This is an optimization exercise on Yosys and OpenROAD, whose aim is small area, a short achievable clock period and few clock cycles, not a production implementation.
Function was checked by simulation only, so behaviour that the tests miss may differ from the original.
No activity file was given, so power comes from the tool's default toggle rates.

== run C ==
Design qsim_top, start of the top module:
module qsim_top
(
  input  wire        clk,
  input  wire        reset_n,
  input  wire        dut_valid,
  output wire        dut_ready,
  output wire        q_state_input_sram_write_enable,
  output qsim_pkg::addr_t q_state_input_sram_write_address,
  output qsim_pkg::word_t q_state_input_sram_write_data,
  output qsim_pkg::addr_t q_state_input_sram_read_address,
  input  qsim_pkg::word_t q_state_input_sram_read_data,
  output wire        q_state_output_sram_write_enable,
  output qsim_pkg::addr_t q_state_output_sram_write_address,
  output qsim_pkg::word_t q_state_output_sram_write_data,
  input  qsim_pkg::word_t q_state_output_sram_read_data,
  output wire        scratchpad_sram_write_enable,
  output qsim_pkg::addr_t scratchpad_sram_write_address,
  output qsim_pkg::word_t scratchpad_sram_write_data,
  output qsim_pkg::addr_t scratchpad_sram_read_address,
  input  qsim_pkg::word_t scratchpad_sram_read_data,
  output qsim_pkg::addr_t q_gates_sram_read_address,
  input  qsim_pkg::word_t q_gates_sram_read_data
);
  logic [3:0]  col;
  logic [4:0]  col1;
  logic        src1;
  logic        first2;
  logic [3:0]  wrow;
  logic [4:0]  wrow1;
  logic [31:0] acc;
  qsim_seq qsim_seq_i (
    .clk        (clk),
    .reset_n    (reset_n),
    .dut_valid  (dut_valid),
    .dut_ready  (dut_ready),
    .header_word(q_state_input_sram_read_data),
    .gate_addr  (q_gates_sram_read_address),
    .col        (col),
    .col1       (col1),
    .src1       (src1),
    .first2     (first2),
    .input_we   (q_state_input_sram_write_enable),
    .scratch_we (scratchpad_sram_write_enable),
    .output_we  (q_state_output_sram_write_enable),
    .wrow       (wrow),
    .wrow1      (wrow1)
  );
  qsim_cmac qsim_cmac_i (
    .clk         (clk),
    .src_scratch (src1),
    .row_first   (first2),
    .input_data  (q_state_input_sram_read_data),
    .scratch_data(scratchpad_sram_read_data),
  ...
Size in the first run: about 3600 cells after synthesis, roughly 35000 sq um of cells after synthesis.
export LEC_CHECK = 0
export ABC_AREA = 1
export CAP_MARGIN = 20
export CORE_MARGIN = 2
export CORE_UTILIZATION = 40
export CTS_CLUSTER_DIAMETER = 80
export CTS_CLUSTER_SIZE = 30
export SLEW_MARGIN = 20
create_clock -name core_clock -period 9.0 [get_ports {clk}]
standard.sh (not shown) runs the stock make flow with config.mk's settings and CLKGATE_MAP_FILE= SYNTH_SCRIPT=/design/flow/synth_recipe.tcl, a recipe that flattens the netlist after the stock synthesis.
==> flow/flow/run.sh <==
#!/bin/bash
# The standard layout (standard.sh) with these changes:
#  - synthesis skips the quick "abc -fast" pass inside Yosys's synth (-noabc);
#    otherwise that pass rewrites the generated full-adder trees so that
#    extract_fa finds most adders with inverted inputs and outputs, which
#    leaves several hundred inverters between the adder cells. Registers,
#    flattening and renaming are as in synth_recipe.tcl.
#  - every port still gets its buffer, but a plain buf_2 instead of the
#    clkdlybuf4s50_1 that buffer_ports picks by itself.
set -euo pipefail
export SETUP_SLACK_MARGIN=${MARGIN:-5.9}
export BUFFER_PORTS_ARGS="-buffer_cell sky130_fd_sc_hd__buf_2"
sed '1s/-nofsm -noshare /-nofsm -noshare -noabc /' synth_recipe.tcl > synth_noabc.tcl
grep -q -- '-noabc' synth_noabc.tcl
sed 's#/synth_recipe\.tcl#/synth_noabc.tcl#g' standard.sh > standard_noabc.sh
grep -q 'synth_noabc.tcl' standard_noabc.sh
bash standard_noabc.sh > standard.log 2>&1
Run C: PASS, flow complete, no timing, DRC or antenna violations
Testbench counts of run C, summed over its fixed seeds: cycles 16,392.
> inputs changed (run C -> run X)
Settings: changing CORE_UTILIZATION from 40 to 35; removing ABC_AREA (formerly 1).
==> comparison <==
Run X finished every stage and its layout cleared the timing, design-rule and antenna checks. In the tables for run C and run X, final period demand of the worst path reads lower with run X. On clock skew, run C beats run X. Relative to run C, run X improves total power. In run X the final worst-path cycle share turned out 0.33 points lower than in run C. Run C → run X: total of plain and repair buffers excluding clock buffers decreased 35, clock share of power increased 1.3 points. First-pass GRT wire length: run C and run X compared, higher one is run C. On finished layout cell area, run C and run X are basically level. Against run C, total clock buffers created by CTS in run X rose by a little under 10%. Number of antenna violations at the first check in global routing, run C and run X: lower on run X.

---

north:
qsim_top, a different RTL version from the one above (not shown whole).
Size in the first run: about 3300 cells after synthesis, about 400 flip-flops, ~330 I/O pins, roughly 34000 um2 of cells after synthesis.
Settings: LEC_CHECK=0, CAP_MARGIN=20, CORE_MARGIN=2, CORE_UTILIZATION=40, SLEW_MARGIN=20; clock period 9.0 ns.
==> flow/flow/run.sh <==
#!/bin/bash
set -euo pipefail
export SETUP_SLACK_MARGIN=${MARGIN:-5.8}
sed '1s/-nofsm -noshare /-nofsm -noshare -noabc /' synth_recipe.tcl > synth_noabc.tcl
grep -q -- '-noabc' synth_noabc.tcl
sed 's#/synth_recipe\.tcl#/synth_noabc.tcl#g' standard.sh > standard_noabc.sh
grep -q 'synth_noabc.tcl' standard_noabc.sh
bash standard_noabc.sh > standard.log 2>&1
Testbench counts of north, summed over its fixed seeds: cycles 16,392.
Changes in south relative to north:
diff --git a/flow/flow/run.sh b/flow/flow/run.sh
--- a/flow/flow/run.sh
+++ b/flow/flow/run.sh
@@ -3,0 +4 @@
+export BUFFER_PORTS_ARGS="-buffer_cell sky130_fd_sc_hd__buf_2"
### Flow results
- Final area on south is down relative to north.
- The detailed-routed wire length on met3 in south was higher than what north gave.
- The setup slack of south is larger than that of north.
- Per the comparison of south with north, post-route total power decreased by 1.1% relative to the old numbers; fmax increased by 3.5 MHz relative to the old numbers.
- First-pass GRT wire length of south exceeds that of north slightly.
- The final reports for south and north show number of fill cells in the layout lower in the former.
- Critical path depth: south vs north up 1
- Looking at detailed route wirelength on metal2 across south and north, the one that comes out lower is south.
Edits applied to the flow inputs when going from south to east:
diff --git a/flow/flow/run.sh b/flow/flow/run.sh
--- a/flow/flow/run.sh
+++ b/flow/flow/run.sh
@@ -3 +3 @@
-export SETUP_SLACK_MARGIN=${MARGIN:-5.8}
+export SETUP_SLACK_MARGIN=${MARGIN:-5.4}
Notes after the runs:
- On instance area at placement, east and south are basically level.
- east falls short of south in worst setup slack after placement.
- east contains fewer vias than south.
- The reg2reg setup slack in east was lower than what south gave.
- Per the comparison of east with south, post-CTS setup-driven buffer insertion count fell 71, cell count went down by 213.
- NOTE post-layout net count south->east decreased by a few percent
- On synthesis-to-finish area growth: east sits below south.
- As far as final weighted congestion in routability-driven placement is concerned, south and east perform about the same.
- Wire length (east / south): 0.818
- south ended up with qsim_cmac_i.g_q[5]$_DFF_P_ as its source of the critical timing path; east ended up with qsim_cmac_i.vre_neg[0]$_DFF_P_.
- Power share of the combinational group for east is lower than for south.
Here is what was changed in the inputs of west compared with east.
diff --git a/flow/flow/run.sh b/flow/flow/run.sh
--- a/flow/flow/run.sh
+++ b/flow/flow/run.sh
@@ -3 +3 @@
-export SETUP_SLACK_MARGIN=${MARGIN:-5.4}
+export SETUP_SLACK_MARGIN=${MARGIN:-5.7}
--- outcome ---
Measured against each other, east and west differ in leakage power, the lower figure coming from east.
Sort east and west by time the final worst path needs with I/O delays and setup, descending, and east comes first.
When the final numbers for east and west were put side by side, the total design power turned out to be smaller in east.
Compared with east, in west global-route wire length before repair now larger; I/O pin count comparable; final area now larger.
Input changes introduced in middle (baseline for comparison: west):
diff --git a/flow/flow/run.sh b/flow/flow/run.sh
--- a/flow/flow/run.sh
+++ b/flow/flow/run.sh
@@ -3 +3 @@
-export SETUP_SLACK_MARGIN=${MARGIN:-5.7}
+export SETUP_SLACK_MARGIN=${MARGIN:-5.3}
Notes after the runs:
In summary, middle completed successfully, with a layout that passed the timing, design-rule and antenna checks. middle against west; total area of multi-input combinational cells is down slightly. When middle is set beside west, its power turns out to be about 1.8% smaller. The layout clock buffer count reported for middle is greater than that of west by about 1.4%. From west to middle the numbers moved as follows: length of the first detailed-routing pass in iterations fell by 3; post-CTS setup buffer count fell by 5.

-- separate check: timing with driven ports --
How much do the figures lean on ideal ports? The routed layouts below were timed once more, with nothing changed but the port constraints.
Step 1, drivers: a clkbuf_16 drives clk and a buf_2 each remaining input, both assumed.
Step 2 adds t to the input delays and takes it off the output delays; t is the mean of the earliest and latest rising clock arrival at the registers after step 1. Input paths then give back, and output paths get back, about the clock's delay inside the block.
a / b / c = ideal / step 1 / step 2; a / b = the first two.
run | shift t [ns] | setup WS [ns] | latest minus earliest clock arrival (ns) | worst data-port slew with drivers (ns)
run C | 0.692 | 5.875 / 5.875 / 5.395 | 0.035 / 0.036 | 0.06
run X | 0.649 | 5.905 / 5.902 / 5.301 | 0.046 / 0.045 | 0.06
north | 0.700 | 5.698 / 5.698 / 5.188 | 0.071 / 0.071 | 0.05
south | 0.680 | 5.736 / 5.736 / 5.246 | 0.040 / 0.040 | 0.05
east | 0.681 | 5.520 / 5.520 / 5.027 | 0.068 / 0.068 | 0.06
west | 0.688 | 5.615 / 5.615 / 5.218 | 0.034 / 0.034 | 0.05
middle | 0.683 | 5.317 / 5.317 / 4.944 | 0.039 / 0.039 | 0.06
After both steps setup and hold are still met in every run listed. For run X, which loses most, drivers alone change the setup slack by -0.003 ns; drivers and shift together by -0.604 ns.
